This is an optimization exercise on Yosys and OpenROAD, whose aim is small area, not a production implementation.
No functional check of the RTL was part of any run shown here.
Power and IR drop assume default switching activity. No driver is modelled on the clock port, so clocking that relies on it looks cheaper here than on a real chip.

==> design.v <==
package sobel_pkg;
    localparam int IMG_W_DEF = 160;
    localparam int IMG_H_DEF = 120;
    typedef logic [7:0] pix_t;
    typedef enum logic [1:0] {
        IDLE,
        FILL,
        STREAM,
        DONE
    } state_t;
endpackage
module sobel_gray (
    input  logic [7:0] r,
    input  logic [7:0] g,
    input  logic [7:0] b,
    output logic [7:0] y
);
    logic n1, n2, n3, n4, n5, n6, n7, n8, n9, n10, n11, n12, n13, n14, n15, n16, n17, n18, n19, n20, n21, n22, n23, n24, n25, n26, n27, n28, n29, n30, n31, n32, n33, n34, n35, n36, n37, n38, n39, n40, n41, n42, n43, n44, n45, n46, n47, n48, n49, n50, n51, n52, n53, n54, n55, n56, n57, n58, n59, n60, n61, n62, n63, n64, n65, n66, n67, n68, n69, n70, n71, n72, n73, n74, n75, n76, n77, n78, n79, n80, n81, n82, n83, n84, n85, n86, n87, n88, n89, n90, n91, n92, n93, n94, n95, n96, n97, n98, n99, n100, n101, n102, n103, n104, n105, n106, n107, n108, n109, n110, n111, n112, n113, n114, n115, n116, n117, n118, n119, n120, n121, n122, n123, n124, n125, n126, n127, n128, n129, n130, n131, n132, n133, n134, n135, n136, n137, n138, n139, n140, n141, n142, n143;
    assign n1 = r[0] ^ b[0];
    assign n2 = r[0] & b[0];
    assign n3 = r[1] ^ b[1] ^ n2;
    assign n4 = (r[1] & b[1]) | (r[1] & n2) | (b[1] & n2);
    assign n5 = r[2] ^ b[2] ^ n4;
    assign n6 = (r[2] & b[2]) | (r[2] & n4) | (b[2] & n4);
    assign n7 = r[3] ^ b[3] ^ n6;
    assign n8 = (r[3] & b[3]) | (r[3] & n6) | (b[3] & n6);
    assign n9 = r[4] ^ b[4] ^ n8;
    assign n10 = (r[4] & b[4]) | (r[4] & n8) | (b[4] & n8);
    assign n11 = r[5] ^ b[5] ^ n10;
    assign n12 = (r[5] & b[5]) | (r[5] & n10) | (b[5] & n10);
    assign n13 = r[6] ^ b[6] ^ n12;
    assign n14 = (r[6] & b[6]) | (r[6] & n12) | (b[6] & n12);
    assign n15 = r[7] ^ b[7] ^ n14;
    assign n16 = (r[7] & b[7]) | (r[7] & n14) | (b[7] & n14);
    assign n17 = n9 ^ n5;
    assign n18 = n9 & n5;
    assign n19 = n11 ^ n7 ^ n5;
    assign n20 = (n11 & n7) | (n11 & n5) | (n7 & n5);
    assign n21 = n13 ^ n9 ^ n7;
    assign n22 = (n13 & n9) | (n13 & n7) | (n9 & n7);
    assign n23 = r[0] ^ b[2];
    assign n24 = r[0] & b[2];
    assign n25 = n15 ^ n11 ^ n9;
    assign n26 = (n15 & n11) | (n15 & n9) | (n11 & n9);
    assign n27 = r[1] ^ b[3] ^ g[6];
    assign n28 = (r[1] & b[3]) | (r[1] & g[6]) | (b[3] & g[6]);
    assign n29 = g[5] ^ g[3];
    assign n30 = g[5] & g[3];
    assign n31 = n16 ^ n13 ^ n11;
    assign n32 = (n16 & n13) | (n16 & n11) | (n13 & n11);
    assign n33 = r[2] ^ b[4] ^ g[7];
    assign n34 = (r[2] & b[4]) | (r[2] & g[7]) | (b[4] & g[7]);
    assign n35 = g[6] ^ g[4] ^ g[1];
    assign n36 = (g[6] & g[4]) | (g[6] & g[1]) | (g[4] & g[1]);
    assign n37 = n15 ^ n13 ^ r[3];
    assign n38 = (n15 & n13) | (n15 & r[3]) | (n13 & r[3]);
    assign n39 = b[5] ^ g[7] ^ g[5];
    assign n40 = (b[5] & g[7]) | (b[5] & g[5]) | (g[7] & g[5]);
    assign n41 = n16 ^ n15 ^ r[4];
    assign n42 = (n16 & n15) | (n16 & r[4]) | (n15 & r[4]);
    assign n43 = n7 ^ n3;
    assign n44 = n7 & n3;
    assign n45 = n17 ^ n3 ^ b[0];
    assign n46 = (n17 & n3) | (n17 & b[0]) | (n3 & b[0]);
    assign n47 = g[3] ^ g[2];
    assign n48 = g[3] & g[2];
    assign n49 = n18 ^ n19 ^ b[1];
    assign n50 = (n18 & n19) | (n18 & b[1]) | (n19 & b[1]);
    assign n51 = g[4] ^ g[3] ^ g[1];
    assign n52 = (g[4] & g[3]) | (g[4] & g[1]) | (g[3] & g[1]);
    assign n53 = n20 ^ n21 ^ n23;
    assign n54 = (n20 & n21) | (n20 & n23) | (n21 & n23);
    assign n55 = g[5] ^ g[4] ^ g[2];
    assign n56 = (g[5] & g[4]) | (g[5] & g[2]) | (g[4] & g[2]);
    assign n57 = n22 ^ n24 ^ n25;
    assign n58 = (n22 & n24) | (n22 & n25) | (n24 & n25);
    assign n59 = n27 ^ n29 ^ g[0];
    assign n60 = (n27 & n29) | (n27 & g[0]) | (n29 & g[0]);
    assign n61 = n26 ^ n28 ^ n30;
    assign n62 = (n26 & n28) | (n26 & n30) | (n28 & n30);
    assign n63 = n31 ^ n33 ^ n35;
    assign n64 = (n31 & n33) | (n31 & n35) | (n33 & n35);
    assign n65 = n32 ^ n34 ^ n36;
    assign n66 = (n32 & n34) | (n32 & n36) | (n34 & n36);
    assign n67 = n37 ^ n39 ^ g[2];
    assign n68 = (n37 & n39) | (n37 & g[2]) | (n39 & g[2]);
    assign n69 = n38 ^ n40 ^ n41;
    assign n70 = (n38 & n40) | (n38 & n41) | (n40 & n41);
    assign n71 = b[6] ^ g[6] ^ g[3];
    assign n72 = (b[6] & g[6]) | (b[6] & g[3]) | (g[6] & g[3]);
    assign n73 = n42 ^ n16 ^ r[5];
    assign n74 = (n42 & n16) | (n42 & r[5]) | (n16 & r[5]);
    assign n75 = b[7] ^ g[7] ^ g[4];
    assign n76 = (b[7] & g[7]) | (b[7] & g[4]) | (g[7] & g[4]);
    assign n77 = n5 ^ n1;
    assign n78 = n5 & n1;
    assign n79 = n43 ^ n1 ^ g[2];
    assign n80 = (n43 & n1) | (n43 & g[2]) | (n1 & g[2]);
    assign n81 = n44 ^ n45 ^ n47;
    assign n82 = (n44 & n45) | (n44 & n47) | (n45 & n47);
    assign n83 = n46 ^ n48 ^ n49;
    assign n84 = (n46 & n48) | (n46 & n49) | (n48 & n49);
    assign n85 = n50 ^ n52 ^ n53;
    assign n86 = (n50 & n52) | (n50 & n53) | (n52 & n53);
    assign n87 = n54 ^ n56 ^ n57;
    assign n88 = (n54 & n56) | (n54 & n57) | (n56 & n57);
    assign n89 = n58 ^ n60 ^ n61;
    assign n90 = (n58 & n60) | (n58 & n61) | (n60 & n61);
    assign n91 = n62 ^ n64 ^ n65;
    assign n92 = (n62 & n64) | (n62 & n65) | (n64 & n65);
    assign n93 = n66 ^ n68 ^ n69;
    assign n94 = (n66 & n68) | (n66 & n69) | (n68 & n69);
    assign n95 = n70 ^ n72 ^ n73;
    assign n96 = (n70 & n72) | (n70 & n73) | (n72 & n73);
    assign n97 = n74 ^ n76 ^ r[6];
    assign n98 = (n74 & n76) | (n74 & r[6]) | (n76 & r[6]);
    assign n99 = n77 ^ g[1];
    assign n100 = n77 & g[1];
    assign n101 = n78 ^ n79 ^ g[1];
    assign n102 = (n78 & n79) | (n78 & g[1]) | (n79 & g[1]);
    assign n103 = n80 ^ n81 ^ g[0];
    assign n104 = (n80 & n81) | (n80 & g[0]) | (n81 & g[0]);
    assign n105 = n82 ^ n83 ^ n51;
    assign n106 = (n82 & n83) | (n82 & n51) | (n83 & n51);
    assign n107 = n84 ^ n85 ^ n55;
    assign n108 = (n84 & n85) | (n84 & n55) | (n85 & n55);
    assign n109 = n86 ^ n87 ^ n59;
    assign n110 = (n86 & n87) | (n86 & n59) | (n87 & n59);
    assign n111 = n88 ^ n89 ^ n63;
    assign n112 = (n88 & n89) | (n88 & n63) | (n89 & n63);
    assign n113 = n90 ^ n91 ^ n67;
    assign n114 = (n90 & n91) | (n90 & n67) | (n91 & n67);
    assign n115 = n92 ^ n93 ^ n71;
    assign n116 = (n92 & n93) | (n92 & n71) | (n93 & n71);
    assign n117 = n94 ^ n95 ^ n75;
    assign n118 = (n94 & n95) | (n94 & n75) | (n95 & n75);
    assign n119 = n96 ^ n97 ^ g[5];
    assign n120 = (n96 & n97) | (n96 & g[5]) | (n97 & g[5]);
    assign n121 = n98 ^ r[7] ^ g[6];
    assign n122 = (n98 & r[7]) | (n98 & g[6]) | (r[7] & g[6]);
    assign n123 = n3 & g[0];
    assign n124 = (n99 & g[0]) | (n99 & n123) | (g[0] & n123);
    assign n125 = (n100 & n101) | (n100 & n124) | (n101 & n124);
    assign n126 = (n102 & n103) | (n102 & n125) | (n103 & n125);
    assign n127 = (n104 & n105) | (n104 & n126) | (n105 & n126);
    assign n128 = (n106 & n107) | (n106 & n127) | (n107 & n127);
    assign n129 = (n108 & n109) | (n108 & n128) | (n109 & n128);
    assign n130 = n110 ^ n111 ^ n129;
    assign n131 = (n110 & n111) | (n110 & n129) | (n111 & n129);
    assign n132 = n112 ^ n113 ^ n131;
    assign n133 = (n112 & n113) | (n112 & n131) | (n113 & n131);
    assign n134 = n114 ^ n115 ^ n133;
    assign n135 = (n114 & n115) | (n114 & n133) | (n115 & n133);
    assign n136 = n116 ^ n117 ^ n135;
    assign n137 = (n116 & n117) | (n116 & n135) | (n117 & n135);
    assign n138 = n118 ^ n119 ^ n137;
    assign n139 = (n118 & n119) | (n118 & n137) | (n119 & n137);
    assign n140 = n120 ^ n121 ^ n139;
    assign n141 = (n120 & n121) | (n120 & n139) | (n121 & n139);
    assign n142 = n122 ^ g[7] ^ n141;
    assign n143 = (n122 & g[7]) | (n122 & n141) | (g[7] & n141);
    assign y = {n143, n142, n140, n138, n136, n134, n132, n130};
endmodule
module sobel_line_buf
#(
    parameter int DEPTH = 2 * sobel_pkg::IMG_W_DEF + 3,
    parameter logic [DEPTH-1:0] PLAIN = '1
) (
    input  logic                 sys_clk_i,
    input  logic                 sh,
    input  logic                 sh_n,
    input  logic                 pol,
    input  sobel_pkg::pix_t      din,
    output logic [DEPTH*8-1:0]   q
);
    for (genvar k = 0; k < DEPTH; k++) begin : g_w
        sobel_pkg::pix_t prev, qk, nxt;
        assign qk = q[k*8 +: 8];
        if (k == 0) begin : g_in
            if (PLAIN[0]) begin : g_p
                assign prev = din;
            end else begin : g_t
                assign prev = din ^ {8{!pol}};
            end
        end else begin : g_mid
            if (PLAIN[k] == PLAIN[k-1]) begin : g_same
                assign prev = q[(k-1)*8 +: 8];
            end else begin : g_cross
                assign prev = q[(k-1)*8 +: 8] ^ {8{!pol}};
            end
        end
        if (PLAIN[k]) begin : g_plain
            assign nxt = ({8{sh}} | qk) & ({8{sh_n}} | prev);
        end else begin : g_tog
            assign nxt = ~(({8{sh}} | qk) & ({8{sh_n}} | prev));
        end
        always_ff @(posedge sys_clk_i) begin
            q[k*8 +: 8] <= nxt;
        end
    end
endmodule
module sobel_window_gen
#(
    parameter int IMG_W = sobel_pkg::IMG_W_DEF,
    parameter int IMG_H = sobel_pkg::IMG_H_DEF
) (
    input  logic        sys_clk_i,
    input  logic        sys_rst_ni,
    input  logic        pix_valid_i,
    input  logic        sof_i,
    input  sobel_pkg::pix_t        data_red_i,
    input  sobel_pkg::pix_t        data_green_i,
    input  sobel_pkg::pix_t        data_blue_i,
    output logic [71:0] win_o,
    output logic        win_valid_o,
    output logic        frame_done_o
);
    localparam int CW    = (IMG_W > 1) ? $clog2(IMG_W) : 1;
    localparam int RW    = (IMG_H > 1) ? $clog2(IMG_H) : 1;
    localparam int DEPTH = 2 * IMG_W + 3;
    sobel_pkg::state_t          state_q;
    logic [CW-1:0]   col_q, cur_col, nxt_col;
    logic [RW-1:0]   row_q, cur_row, nxt_row;
    logic            take, eol, last, win_gate;
    sobel_pkg::pix_t gray, gray_q;
    logic            shift_q, shift_nq, pol_q;
    logic [1:0]      vld_pipe, done_pipe;
    logic [DEPTH*8-1:0] sr;
    always_comb begin
        take     = pix_valid_i && (sof_i || state_q == sobel_pkg::FILL || state_q == sobel_pkg::STREAM);
        cur_col  = sof_i ? '0 : col_q;
        cur_row  = sof_i ? '0 : row_q;
        eol      = (cur_col == CW'(IMG_W - 1));
        last     = eol && (cur_row == RW'(IMG_H - 1));
        nxt_col  = eol ? '0 : cur_col + CW'(1);
        nxt_row  = eol ? (last ? '0 : cur_row + RW'(1)) : cur_row;
        win_gate = take && (cur_row >= RW'(2)) && (cur_col >= CW'(2));
    end
    always_ff @(posedge sys_clk_i or negedge sys_rst_ni) begin
        if (!sys_rst_ni) begin
            state_q <= sobel_pkg::IDLE;
            col_q   <= '0;
            row_q   <= '0;
        end else begin
            if (take) begin
                col_q <= nxt_col;
                row_q <= nxt_row;
            end
            case (state_q)
                sobel_pkg::IDLE:    if (take) state_q <= sobel_pkg::FILL;
                sobel_pkg::FILL:    if (take && !sof_i && eol && cur_row == RW'(1)) state_q <= sobel_pkg::STREAM;
                sobel_pkg::STREAM:  if (take) begin
                             if (sof_i)     state_q <= sobel_pkg::FILL;
                             else if (last) state_q <= sobel_pkg::DONE;
                         end
                sobel_pkg::DONE:    state_q <= take ? sobel_pkg::FILL : sobel_pkg::IDLE;
                default: state_q <= sobel_pkg::IDLE;
            endcase
        end
    end
    always_ff @(posedge sys_clk_i or negedge sys_rst_ni) begin
        if (!sys_rst_ni) begin
            vld_pipe  <= '0;
            done_pipe <= '0;
            shift_q   <= 1'b0;
            shift_nq  <= 1'b1;
            pol_q     <= 1'b0;
        end else begin
            vld_pipe  <= {vld_pipe[0], win_gate};
            done_pipe <= {done_pipe[0], take && last};
            shift_q   <= take;
            shift_nq  <= !take;
            pol_q     <= !pol_q;
        end
    end
    sobel_gray u_gray (
        .r (data_red_i),
        .g (data_green_i),
        .b (data_blue_i),
        .y (gray)
    );
    always_ff @(posedge sys_clk_i) begin
        gray_q <= gray;
    end
    localparam logic [DEPTH-1:0] PLAIN = (DEPTH'(7) << (2 * IMG_W)) | (DEPTH'(7) << IMG_W) | DEPTH'(7);
    sobel_line_buf #(
        .DEPTH (DEPTH),
        .PLAIN (PLAIN)
    ) u_sr (
        .sys_clk_i (sys_clk_i),
        .sh        (shift_q),
        .sh_n      (shift_nq),
        .pol       (pol_q),
        .din       (gray_q),
        .q         (sr)
    );
    assign win_o = {sr[(2*IMG_W+2)*8 +: 8], sr[(2*IMG_W+1)*8 +: 8], sr[(2*IMG_W)*8 +: 8],
                    sr[(IMG_W+2)*8 +: 8],   sr[(IMG_W+1)*8 +: 8],   sr[IMG_W*8 +: 8],
                    sr[2*8 +: 8],           sr[1*8 +: 8],           sr[0 +: 8]};
    assign win_valid_o  = vld_pipe[1];
    assign frame_done_o = done_pipe[1];
endmodule
==> flow/run.sh <==
#!/bin/bash
# Standard layout, with two changes passed to the ORFS scripts through their
# own environment hooks: port buffers use the smallest buffer, and clock tree
# synthesis uses larger sink clusters and no dummy loads.
set -euo pipefail
export BUFFER_PORTS_ARGS="-buffer_cell sky130_fd_sc_hd__buf_1"
export CTS_ARGS="-sink_clustering_enable -repair_clock_nets -sink_clustering_size 30 -sink_clustering_max_diameter 80 -buf_list {sky130_fd_sc_hd__clkbuf_8 sky130_fd_sc_hd__clkbuf_16} -dont_use_dummy_load"
bash standard.sh > standard.log 2>&1
==> standard.sh <==
#!/bin/bash
# synth_recipe.tcl (not shown) runs the flow's synth.tcl, then flattens the netlist and writes it again
# the make line also repeats each setting of config.mk as NAME=value (left out here)
make -C /OpenROAD-flow-scripts/flow DESIGN_CONFIG=/design/flow/config.mk WORK_HOME=/design/flow/orfs CLKGATE_MAP_FILE= SYNTH_SCRIPT=/design/flow/synth_recipe.tcl "${@:-finish}"
==> config.mk <==
export PLATFORM = sky130hd
export DESIGN_NAME = sobel_window_gen
export DESIGN_NICKNAME = sobel_window_gen
export VERILOG_FILES = /design/flow/design.v
export SDC_FILE = /design/flow/constraint.sdc
export NUM_CORES = 4
export LEC_CHECK = 0
export CAP_MARGIN = 20
export CORE_MARGIN = 2
export CORE_UTILIZATION = 65
export SLEW_MARGIN = 20
==> constraint.sdc <==
create_clock -name core_clock -period 10.0 [get_ports {sys_clk_i}]
set_input_delay 2.0000 -clock core_clock [delete_from_list [all_inputs] [get_ports {sys_clk_i}]]
set_output_delay 2.0000 -clock core_clock [all_outputs]
set_load 0.01 [all_outputs]
==> reports/metrics.csv, run 1 <==
stage,metric,value,unit
critical_path,path_buf_inv,9,
critical_path,worstSetupStartpointType,primary input,
layout,antennaDiodeCount,0,
global_routing,grt_max_degree,243,
global_routing,grt-ovfl-total,0,
critical_path,required,10.57,ns
global_routing,grt.met1_usage,0.2654,
yosys,synthCells,6096,
floorplanning,die_area,116400,um^2
floorplanning,die_x,341.1,um
clock_tree,htree_num_levels,3,
yosys,synth_compound_area_frac,0.2264,
yosys,ys_seq_area_frac,0.7105,
place,gp_congestion,0.7872,
sta,fin_crit,9.606,ns
yosys,synthAdderAreaFrac,0.01958,
detailed_routing,via_count,43960,
critical_path,critPathCaptureType,flop,
clock_tree,postCtsSetupRepairBufs,0,
sta,grt_setup_unrepaired,false,
floorplanning,die_h,341.1,um
critical_path,critical_path.top_delay_family,adder cells,
yosys,synth-simple-area-share,0.005047,
detailed_routing,viasPerCell,6.056,
yosys,ys_types,61,
power,peakVddDrop,0.2816,mV
yosys,synth_area,73880,um^2
sta,maxSlewViolCount,0,
critical_path,crit_arrival,10.18,ns
detailed_routing,final_antenna_net_count,0,
floorplanning,rows,123,
flow_run,maxCapViolCount,0,
sta,layout_setup_ws,0.3939,ns
yosys,synth_area_per_cell,12.12,um^2
global_routing,grt_pass1_wl,192.0,mm
yosys,synth_top_family_by_area,compound AO/OA/AOI/OAI gates,
place,place_ws,-0.4223,ns
detailed_routing,wl_per_cell,15.17,um
clock_tree,cts_root_buf,clkbuf_16,
clock_tree,clock_path_buffers,3,
global_routing,grt.total_usage,0.1842,
floorplanning,core_area,112700,um^2
sta,setup_viol,0,
clock_tree,numCtsBuffers,98,
critical_path,path_class,primary input to flop,
sta,period_share,0.9606,
global_routing,use_met2,0.2999,
global_routing,top_usage_layer,met2,
global_routing,antenna_found_initial,0,
layout,fillers,8428,
clock_tree,cts_tree,yes,
critical_path,cp_max_fo,3,
power,power_leakage,28.75,nW
sta,worst_pin_slew,1.072,ns
layout,drive_gt1_frac,0.02848,
critical_path,critical_path.most_common_cell,fa_1,
yosys,synth_edf_count,0,
yosys,synthFlopType,dfxtp_1,
floorplanning,io_pins,102,
sta,max_freq,104.1,MHz
yosys,yosys.area_share.xor_xnor,0.003794,
yosys,synth.yosys.warnings,2,
detailed_routing,drt_pre_antenna_iters,4,
place,port_buffers,101,
worst_hold_path,min_path_type,flop to flop,
sta,timing.hold.ws,0.3714,ns
detailed_routing,route.detailed.drc,0,
critical_path,crit_path_max_incr_delay,0.53,ns
sta,relSlewSlack,0.2851,
global_routing,grt_pass1_vias,41440,
clock_tree,clkSlewWorstSetupHoldPaths,0.11,ns
sta,hold_viol_final,0,
layout,area_growth,4.163,%
floorplanning,start_util,0.6558,
critical_path,critPathSlowestCell,fa_1,
run_status,outcome,finished clean,
power,p_per_area,388.3,nW/um^2
detailed_routing,wl,110.1,mm
place,dpl.hpwl,59.18,mm
clock_tree,cts.sinks,2616,
yosys,synthArstFlopShare,0.009174,
sta,fin_skew,0.08037,ns
yosys,yosys_register_bits,2616,
yosys,synth.net_count,6202,
layout,fin_nets,5867,
clock_tree,clkLatencyLatePin,0.69,ns
detailed_routing,drt_iter0_drc,2616,
yosys,muxShareOfSynthArea,0.0004065,
global_routing,use_met3,0.02211,
==> synthesized netlist by cell type, drive strengths merged (3+ instances only) <==
library cell  number  area [um^2]
dfxtp           2592        51890
o22ai           2513        15720
clkbuf           513         1929
inv               84        315.3
buf               72        286.5
o22a              72        630.6
fa                60         1201
xnor2             32        280.3
dfrtp             23        575.6
nand2             22        82.58
ha                18        225.2
o21ai             15        78.83
a21oi              8        40.04
nor2               8        37.54
a22o               4        36.29
nor3               4        20.02
o31ai              4        35.03
a211oi             3        27.52
mux2i              3        30.03
nand4              3        33.78
nor4               3        18.77
==> area by class of cell <==
type	count	area, um^2	area share
timing repair buffer	150	950.9	0.01236
multi-input combinational	2811	18860	0.2450
inverter	84	315.3	0.004097
clock buffer	98	2452	0.03187
sequential	2616	52500	0.6822
tap	1500	1877	0.02439
==> cells in the final DEF, fill, tap and decap left out, types with 3 or more instances in the layout <==
cell type / count
dfxtp_1: 2592
o22ai_1: 2513
buf_1: 101
clkbuf_16: 98
inv_1: 84
o22a_1: 72
fa_1: 59
xnor2_1: 32
buf_4: 32
nand2_1: 22
dfrtp_1: 21
ha_1: 18
buf_12: 16
o21ai_0: 14
a21oi_1: 8
nor2_1: 7
nor3_1: 4
nor4_1: 3
mux2i_1: 3
o31ai_1: 3
a22o_1: 3
==> path summary, 6_finish.rpt <==
check / start / to / slack (ns) / cells after the start
setup / recovery: data_blue_i[0] / gray_q[6] / 0.39 / 30
min in group asynchronous: sys_rst_ni / row_q[3] / 1.28 / 2
setup reg to reg: shift_q / u_sr.q[1909] / 6.55 / 4
hold / removal: vld_pipe[0] / vld_pipe[1] / 0.37 / 0
hold reg to reg: vld_pipe[0] / vld_pipe[1] / 0.37 / 0
max in group asynchronous: sys_rst_ni / shift_nq / 8.43 / 2
==> kinds of logic (layout without fill, tap and decap cells) <==
| family | after synthesis | in the layout |
|---|---|---|
| AO/OA/AOI/OAI | 2634 | 2634 |
| flip-flops | 2616 | 2616 |
| buffers and inverters | 669 | 332 |
| adder cells (fa/ha/maj) | 80 | 80 |
| AND/OR/NAND/NOR | 62 | 62 |
| XOR/XNOR | 32 | 32 |
| multiplexers | 3 | 3 |
==> per-stage QoR <==
step                std cells  TNS [ns]  area, um^2    util  total power [mW]
finish                   7259         0       76950  0.6831             29.88
global route             7259         0       76950  0.6831             31.96
CTS                      7259         0       76950  0.6830             30.12
detailed placement       7161   -0.7779       74490  0.6613             25.51
global placement         7161   -0.6290       74490  0.6613             25.12
floorplan                6096         0       73880       -             23.75
==> layer usage <==
metal,vias up,wire [um]
met5,-,0
met4,0,1980
met3,116,2177
met2,239,47230
met1,20880,58720
li1,22720,-
==> power by group <==
part	total, mW	switching [mW]	internal, mW
clock	4.56	2.79	1.77
combinational	6.11	3.00	3.11
sequential	19.2	3.07	16.1
==> registers in the layout (all words and copies together), names as in the netlist <==
name / cells
col_q: 8
done_pipe: 2
gray_q: 8
pol_q: 1
row_q: 7
shift_nq: 1
shift_q: 1
state_q: 2
u_sr.q: 2584
vld_pipe: 2
==> worst reg2reg max path: stages, from the launching register on <==
cell and delay [ns]:
dfrtp_4 0.91, buf_4 0.54, buf_12 0.60, buf_12 0.89
o22ai_1 0.35
==> repair_timing <==
action / CTS / global route
hold buffers: 0 / 0
setup endpoints to repair: 0 / 1
resized for setup: 0 / 1
==> run 2, diff against run 1 <==
==> flow/run.sh (replaced) <==
#!/bin/bash
# Standard layout, with two changes passed to the ORFS scripts through their
# own environment hooks: port buffers use the smallest buffer, and clock tree
# synthesis uses larger sink clusters and no dummy loads.
set -euo pipefail
export BUFFER_PORTS_ARGS="-buffer_cell sky130_fd_sc_hd__buf_1"
export CTS_ARGS="-sink_clustering_enable -repair_clock_nets -sink_clustering_size 22 -sink_clustering_max_diameter 50 -buf_list {sky130_fd_sc_hd__clkbuf_8} -dont_use_dummy_load"
bash standard.sh > standard.log 2>&1
--- a/config.mk
+++ b/config.mk
@@ -7,5 +7,5 @@
 export LEC_CHECK = 0
 export CAP_MARGIN = 20
 export CORE_MARGIN = 2
-export CORE_UTILIZATION = 65
+export CORE_UTILIZATION = 75
 export SLEW_MARGIN = 20
==> run 2 against run 1 <==
Still clean. Area after synthesis did not move. Synthesized cell count did not move. Global-route usage rose by 3.3 points. Total power fell by 0.86%. Wire length rose by 1.9%. Cell area fell by 0.84%. Via count rose by 1.1%. First-iteration DRC count rose by 9.0%. Setup slack improved by 0.080 ns. Register-to-register slack improved by 0.02 ns. Clock skew rose by 0.034 ns. Critical path type unchanged. Highest routed layer unchanged.
==> reports/metrics.csv, run 2 <==
stage,metric,value,unit
yosys,ys_types,61,
power,peakVddDrop,0.2536,mV
floorplanning,start_util,0.7539,
flow_run,maxCapViolCount,0,
floorplanning,die_x,317.9,um
sta,fin_crit,9.526,ns
layout,ff_latch_area,52500,um^2
place,gp_congestion,0.7795,
critical_path,crit_arrival,10.19,ns
floorplanning,die_h,317.9,um
yosys,ys_seq_area_frac,0.7105,
power,seqPwrFrac,0.651,
power,p_sw,8.984,mW
yosys,synth_top_area_cell,dfxtp_1,
layout,largest_reg_flops,2584,
sta,grt_setup_unrepaired,false,
worst_hold_path,hold_depth,0,
critical_path,path_class,primary input to flop,
sta,worst_pin_slew,1.141,ns
layout,fin_nets,5918,
layout,area_growth,3.292,%
critical_path,timing.rr.start,shift_nq,
worst_hold_path,hp-start,vld_pipe[0],
floorplanning,die_area,101000,um^2
critical_path,cp_max_fo,3,
place,post-place-cells,6944,
detailed_routing,route.detailed.drc,0,
clock_tree,cts.sinks,2616,
sta,timing.hold.ws,0.3517,ns
critical_path,critical_path.most_common_cell,fa_1,
sta,fin_skew,0.1140,ns
sta,max_freq,105.0,MHz
sta,period_share,0.9526,
layout,multiInputGateArea,18850,um^2
detailed_routing,wl,112.2,mm
layout,final_cell_mix,"2,592 x dfxtp_1, 2,513 x o22ai_1, 153 x clkbuf_8",
detailed_routing,viasPerCell,6.263,
power,power_leakage,28.63,nW
place,port_buffers,101,
power,p_sw_frac,0.3032,
worst_hold_path,worstHoldEndpoint,vld_pipe[1],
critical_path,critPathSlowestCell,fa_1,
run_status,outcome,finished clean,
yosys,yosysMostFrequentCell,dfxtp_1,
yosys,synth_area_per_cell,12.12,um^2
detailed_routing,wl_per_cell,15.81,um
yosys,synth_commonest_cells,"2,592 x dfxtp_1, 2,513 x o22ai_1, 512 x clkbuf_1",
global_routing,grt_pass1_wl,195.6,mm
clock_tree,postCtsSetupRepairBufs,0,
power,power.share.clock,0.142,
yosys,synthArstFlopShare,0.009174,
sta,setup_viol,0,
layout,drive_gt1_frac,0.03683,
power,p_per_area,388.2,nW/um^2
critical_path,crit_path_max_incr_delay,0.53,ns
yosys,synth.yosys.warnings,2,
sta,maxSlewViolCount,0,
yosys,synth.net_count,6202,
detailed_routing,drt_pre_antenna_iters,6,
place,dpl.hpwl,61.20,mm
global_routing,grt_pass1_vias,42550,
critical_path,critPathCaptureType,flop,
sta,relSlewSlack,0.2393,
critical_path,r2r_slack,6.57,ns
clock_tree,hold_buffers,0,
floorplanning,core_area,97990,um^2
sta,setup-tns-final,0,ns
worst_hold_path,min_path_type,flop to flop,
layout,fillers,6311,
critical_path,reg2reg_depth,3,
yosys,synth_edf_count,0,
power,combPwrFrac,0.207,
layout,instances_no_fill,7098,
global_routing,grt_max_degree,270,
layout,mostFrequentLayoutCell,dfxtp_1,
global_routing,grt.total_usage,0.2176,
layout,reg_top3,"u_sr.q (2584), col_q (8), gray_q (8)",
detailed_routing,drt_iter0_drc,2851,
critical_path,required,10.67,ns
clock_tree,clkLatencyLatePin,0.86,ns
detailed_routing,via_count,44460,
floorplanning,io_pins,102,
clock_tree,numCtsBuffers,153,
layout,regMostFlops,u_sr.q,
floorplanning,rows,115,
sta,hold_viol_final,0,
critical_path,r2r-end,u_sr.q[853],
critical_path,worstSetupStartpointType,primary input,
yosys,synth_area,73880,um^2
power,intPower,20.64,mW
clock_tree,htree_num_levels,4,
yosys,ys_top_cells_by_area,"dfxtp_1 70%, o22ai_1 21%, clkbuf_1 2.6%",
yosys,synthCells,6096,
clock_tree,ctsResizeCount,0,
yosys,yosys_register_bits,2616,
detailed_routing,final_antenna_net_count,0,
global_routing,grt-ovfl-total,0,
clock_tree,cts_tree,yes,
global_routing,antenna_found_initial,1,
clock_tree,clkSlewWorstSetupHoldPaths,0.07,ns
yosys,synthFlopType,dfxtp_1,
clock_tree,clock_path_buffers,3,
clock_tree,cts_root_buf,clkbuf_8,
yosys,yosys.area.top_type_share,0.7024,
==> run 2: changes by cell type in the layout (fill, tap and decap cells not counted) <==
cell,previous run,this run
fa_2,1,0
buf_4,32,28
clkbuf_8,0,153
clkbuf_16,98,0
fa_1,59,60
diode_2,0,1
==> run 2: area by class of cell <==
class	count	share of cell area
antenna	1	0.00003279
tap	1287	0.02110
sequential	2616	0.6880
inverter	84	0.004132
multi-input combinational	2811	0.2471
timing repair buffer	146	0.01207
clock buffer	153	0.02760
==> run 2: worst max-delay path by stage <==
stage / end / slack [ns] / from
after floorplan: gray_q[6] / 0.12 / data_red_i[0]
after global placement: gray_q[6] / -0.32 / data_red_i[0]
after detailed placement: gray_q[6] / -0.40 / data_red_i[0]
after CTS: gray_q[6] / 0.47 / data_red_i[0]
after global routing: gray_q[6] / 0.05 / data_red_i[0]
final: gray_q[6] / 0.47 / data_red_i[0]
==> run 2: critical path, delay by kind of cell <==
kind | cells | cell delay, ns
compound gates | 2 | 0.32
buf+inv | 9 | 0.58
fa+ha+maj | 19 | 7.29
==> run 2: layer usage <==
layer | vias up | share of wire | global-route usage
li1 | 22830 | - | -
met1 | 21110 | 0.51 | 0.3099
met2 | 370 | 0.44 | 0.3517
met3 | 146 | 0.027 | 0.03312
met4 | 0 | 0.017 | 0.05672
met5 | - | 0 | 0
==> run 2: metrics by stage <==
stage | utilization | total power [mW] | worst slack, ns | cell area (um^2)
finish | 0.7788 | 29.62 | 0.4737 | 76310
floorplan | - | 23.75 | 0.1242 | 73880
global placement | 0.7572 | 25.06 | -0.3207 | 74200
CTS | 0.7787 | 29.78 | 0.4703 | 76300
detailed placement | 0.7572 | 25.59 | -0.4043 | 74200
global route | 0.7788 | 31.63 | 0.05235 | 76310
==> run 2: logic make-up after synthesis <==
logic type	share of synthesized area
buffers and inverters	0.03426
AND/OR/NAND/NOR	0.005047
AO/OA/AOI/OAI	0.2264
flip-flops	0.7105
XOR/XNOR	0.003794
adder cells (fa/ha/maj)	0.01958
multiplexers	0.0004065
==> run 2: power by group through the flow <==
stage	logic (mW)	registers, mW	clock network (mW)
2_1_floorplan	5.18	18.6	0
6_report	6.14	19.3	4.19
4_1_cts	6.18	19.3	4.33
5_1_grt	6.98	20.0	4.69
3_5_place_dp	6.17	19.4	0
3_3_place_gp	5.80	19.3	0
==> run 3, diff against run 2 <==
==> run.sh (new file) <==
#!/bin/bash
# synth_recipe.tcl (not shown) runs the flow's synth.tcl, then flattens the netlist and writes it again
# the make line also repeats each setting of config.mk as NAME=value (left out here)
make -C /OpenROAD-flow-scripts/flow DESIGN_CONFIG=/design/flow/config.mk WORK_HOME=/design/flow/orfs CLKGATE_MAP_FILE= SYNTH_SCRIPT=/design/flow/synth_recipe.tcl finish
--- a/config.mk
+++ b/config.mk
@@ -7,5 +7,8 @@
 export LEC_CHECK = 0
 export CAP_MARGIN = 20
 export CORE_MARGIN = 2
-export CORE_UTILIZATION = 75
+export CORE_UTILIZATION = 65
+export CTS_BUF_LIST = sky130_fd_sc_hd__clkbuf_8 sky130_fd_sc_hd__clkbuf_16
+export CTS_CLUSTER_DIAMETER = 80
+export CTS_CLUSTER_SIZE = 30
 export SLEW_MARGIN = 20
removed: flow/run.sh
removed: standard.sh
==> run 3 against run 2 <==
Register-to-register slack improved by 0.18 ns. Die area increased by 15%. Clock-buffer cell count shrank 52. Worst hold slack improved by 0.036 ns. Critical path depth stayed put. Sequential power about the same. Still clean on timing, DRC and antenna. Synthesized cell count did not move. Clock skew down 0.093 ns. Fmax shrank 1.5%.
==> reports/metrics.csv, run 3 <==
stage,metric,value,unit
run_status,outcome,finished clean,
critical_path,critPathCaptureType,flop,
yosys,synthArstFlopShare,0.009174,
power,peakVddDrop,0.2284,mV
power,p_per_area,388.9,nW/um^2
critical_path,critical_path.most_common_cell,fa_1,
clock_tree,clkLatencyLatePin,0.71,ns
yosys,ys_types,61,
yosys,synth_top_area_cell,dfxtp_1,
clock_tree,numCtsBuffers,98,
critical_path,required,10.57,ns
clock_tree,htree_num_levels,3,
sta,hold_viol_final,0,
yosys,synth_area,73880,um^2
global_routing,grt_pass1_wl,194.0,mm
critical_path,crit_path_max_incr_delay,0.53,ns
yosys,synth_edf_count,0,
detailed_routing,route.detailed.drc,0,
layout,area_growth,5.326,%
sta,worst_pin_slew,1.126,ns
yosys,synth_area_per_cell,12.12,um^2
layout,final_util,0.6907,
floorplanning,start_util,0.6558,
yosys,ys_seq_area_frac,0.7105,
place,dpl.hpwl,59.59,mm
floorplanning,die_h,341.1,um
clock_tree,clock_path_buffers,3,
yosys,ys_top_cells_by_area,"dfxtp_1 70%, o22ai_1 21%, clkbuf_1 2.6%",
clock_tree,clkSlewWorstSetupHoldPaths,0.11,ns
layout,regMostFlops,u_sr.q,
worst_hold_path,hold_depth,0,
sta,fin_skew,0.02094,ns
detailed_routing,final_antenna_net_count,0,
critical_path,cp_max_fo,3,
critical_path,crit_arrival,10.24,ns
layout,largest_reg_flops,2584,
flow_run,maxCapViolCount,0,
floorplanning,die_area,116400,um^2
layout,fin_nets,5869,
global_routing,grt-ovfl-total,0,
layout,mostFrequentLayoutCell,dfxtp_1,
worst_hold_path,min_path_type,flop to flop,
layout,reg_top3,"u_sr.q (2584), col_q (8), gray_q (8)",
detailed_routing,drt_iter0_drc,2542,
sta,setup_viol,0,
sta,max_freq,103.4,MHz
yosys,synth.net_count,6202,
global_routing,grt_pass1_vias,41970,
global_routing,antenna_found_initial,0,
critical_path,r2r-end,u_sr.q[2293],
global_routing,grt.total_usage,0.1862,
layout,final_cell_area,77810,um^2
critical_path,timing.rr.start,shift_q,
detailed_routing,wl_per_cell,15.32,um
layout,drive_gt1_frac,0.03239,
floorplanning,core_area,112700,um^2
layout,final_cell_mix,"2,592 x dfxtp_1, 2,512 x o22ai_1, 101 x clkdlybuf4s50_1",
yosys,yosys.area.top_type_share,0.7024,
place,port_buffers,101,
sta,period_share,0.9672,
critical_path,r2r_slack,6.75,ns
yosys,yosys_register_bits,2616,
yosys,synth.yosys.warnings,2,
detailed_routing,wl,111.5,mm
clock_tree,cts_tree,yes,
global_routing,grt_max_degree,279,
critical_path,critPathSlowestCell,fa_1,
detailed_routing,drt_pre_antenna_iters,5,
clock_tree,cts.sinks,2616,
yosys,yosysMostFrequentCell,dfxtp_1,
detailed_routing,viasPerCell,6.077,
yosys,synthFlopType,dfxtp_1,
worst_hold_path,worstHoldEndpoint,done_pipe[1],
sta,fin_crit,9.672,ns
clock_tree,cts_root_buf,clkbuf_16,
critical_path,path_class,primary input to flop,
sta,maxSlewViolCount,0,
sta,relSlewSlack,0.2492,
yosys,synth_commonest_cells,"2,592 x dfxtp_1, 2,513 x o22ai_1, 512 x clkbuf_1",
critical_path,worstSetupStartpointType,primary input,
floorplanning,rows,123,
yosys,synthCells,6096,
detailed_routing,via_count,44210,
place,dpl_cell_area,75110,um^2
place,gp_congestion,0.7703,
floorplanning,io_pins,102,
critical_path,cp-startpoint,data_red_i[0],
floorplanning,die_x,341.1,um
critical_path,reg2reg_depth,3,
layout,antennaDiodeCount,0,
power,power_leakage,29.15,nW
worst_hold_path,hp-start,done_pipe[0],
run 3: cell types whose count changed in the layout (fill, tap and decap cells not counted), sizes merged:
cell,delta
clkinv,+3
clkdlybuf4s50,+101
buf,-95
inv,+7
clkbuf,-52
diode,-1
run 3: worst max-delay path by stage:
stage	cells past startpoint	to
after floorplan	29	gray_q[6]
after global placement	30	gray_q[6]
after detailed placement	30	gray_q[6]
after CTS	30	gray_q[6]
after global routing	30	gray_q[6]
final	30	gray_q[6]
run 3: repair_timing:
action	CTS	global route
gates resized for setup	0	11
hold buffers	0	0
buffers inserted	0	0
hold endpoints to repair	0	0
setup endpoints to repair	0	2
run 3: area by class of cell:
class | instances | area (um^2)
clock inverter | 10 | 96.34
sequential | 2616 | 52500
inverter | 84 | 315.3
tap | 1500 | 1877
timing repair buffer | 152 | 1622
clock buffer | 101 | 2516
fill | 8303 | 34840
multi-input combinational | 2811 | 18890
run 3: per-layer routing:
layer	GRT usage	vias up	wire length, um
met5	0	-	0
met2	0.3050	262	48600
met4	0.03845	0	1905
li1	-	22750	-
met1	0.2675	21080	58780
met3	0.02351	119	2179
run 3: where the power goes:
part           internal [mW]  switching, mW  total (mW)
clock                   1.83           2.86        4.69
combinational           3.31           3.06        6.37
sequential              16.1           3.06        19.2
run 3: cell families after synthesis:
group,share of synthesized area
flops,0.7105
mux,0.0004065
buf+inv,0.03426
xor+xnor,0.003794
simple gates,0.005047
fa+ha+maj,0.01958
compound gates,0.2264
run 3: metrics by stage:
| stage | setup WS [ns] | cells | hold slack, ns | TNS [ns] | power (mW) |
|---|---|---|---|---|---|
| finish | 0.3281 | 7274 | 0.3880 | 0 | 30.26 |
| global route | -0.0008580 | 7274 | 0.4014 | -0.0008580 | 32.34 |
| CTS | 0.01496 | 7272 | 0.3938 | 0 | 30.44 |
| detailed placement | -0.7793 | 7161 | 0.3694 | -1.774 | 25.70 |
| global placement | -0.7387 | 7161 | 0.3326 | -1.714 | 25.29 |
| floorplan | 0.1242 | 6096 | 0.3312 | 0 | 23.75 |
run 3: critical path, delay by kind of cell:
kind            cells  cell delay (ns)
compound gates      2             0.27
fa+ha+maj          19             7.07
buf+inv             9             0.91

[what the ideal ports hide]
In the flow no input, the clock included, has a driving cell. The finished layouts below were timed again as built, in two steps.
Step 1 assumes that a clkbuf_16 drives the clock port and a buf_2 every other input.
Step 2 moves the port delays by t, midway between the first and last clock arrival at a register: inputs arrive t later, outputs are due t later. That takes back most of the time a late clock gives input paths.
Three values: ideal, step 1, step 2; two values: the first two.
run	t, ns	setup slack, ns	worst data-port slew with drivers (ns)
run 1	0.731	0.394 / 0.441 / -0.290	0.04
run 2	0.878	0.474 / 0.509 / -0.369	0.04
run 3	0.763	0.328 / 0.372 / -0.391	0.04
Met with ideal ports but missed after step 2: setup timing in every run listed. For run 2, which loses most, drivers alone change the setup slack by +0.035 ns; drivers and shift together by -0.843 ns.
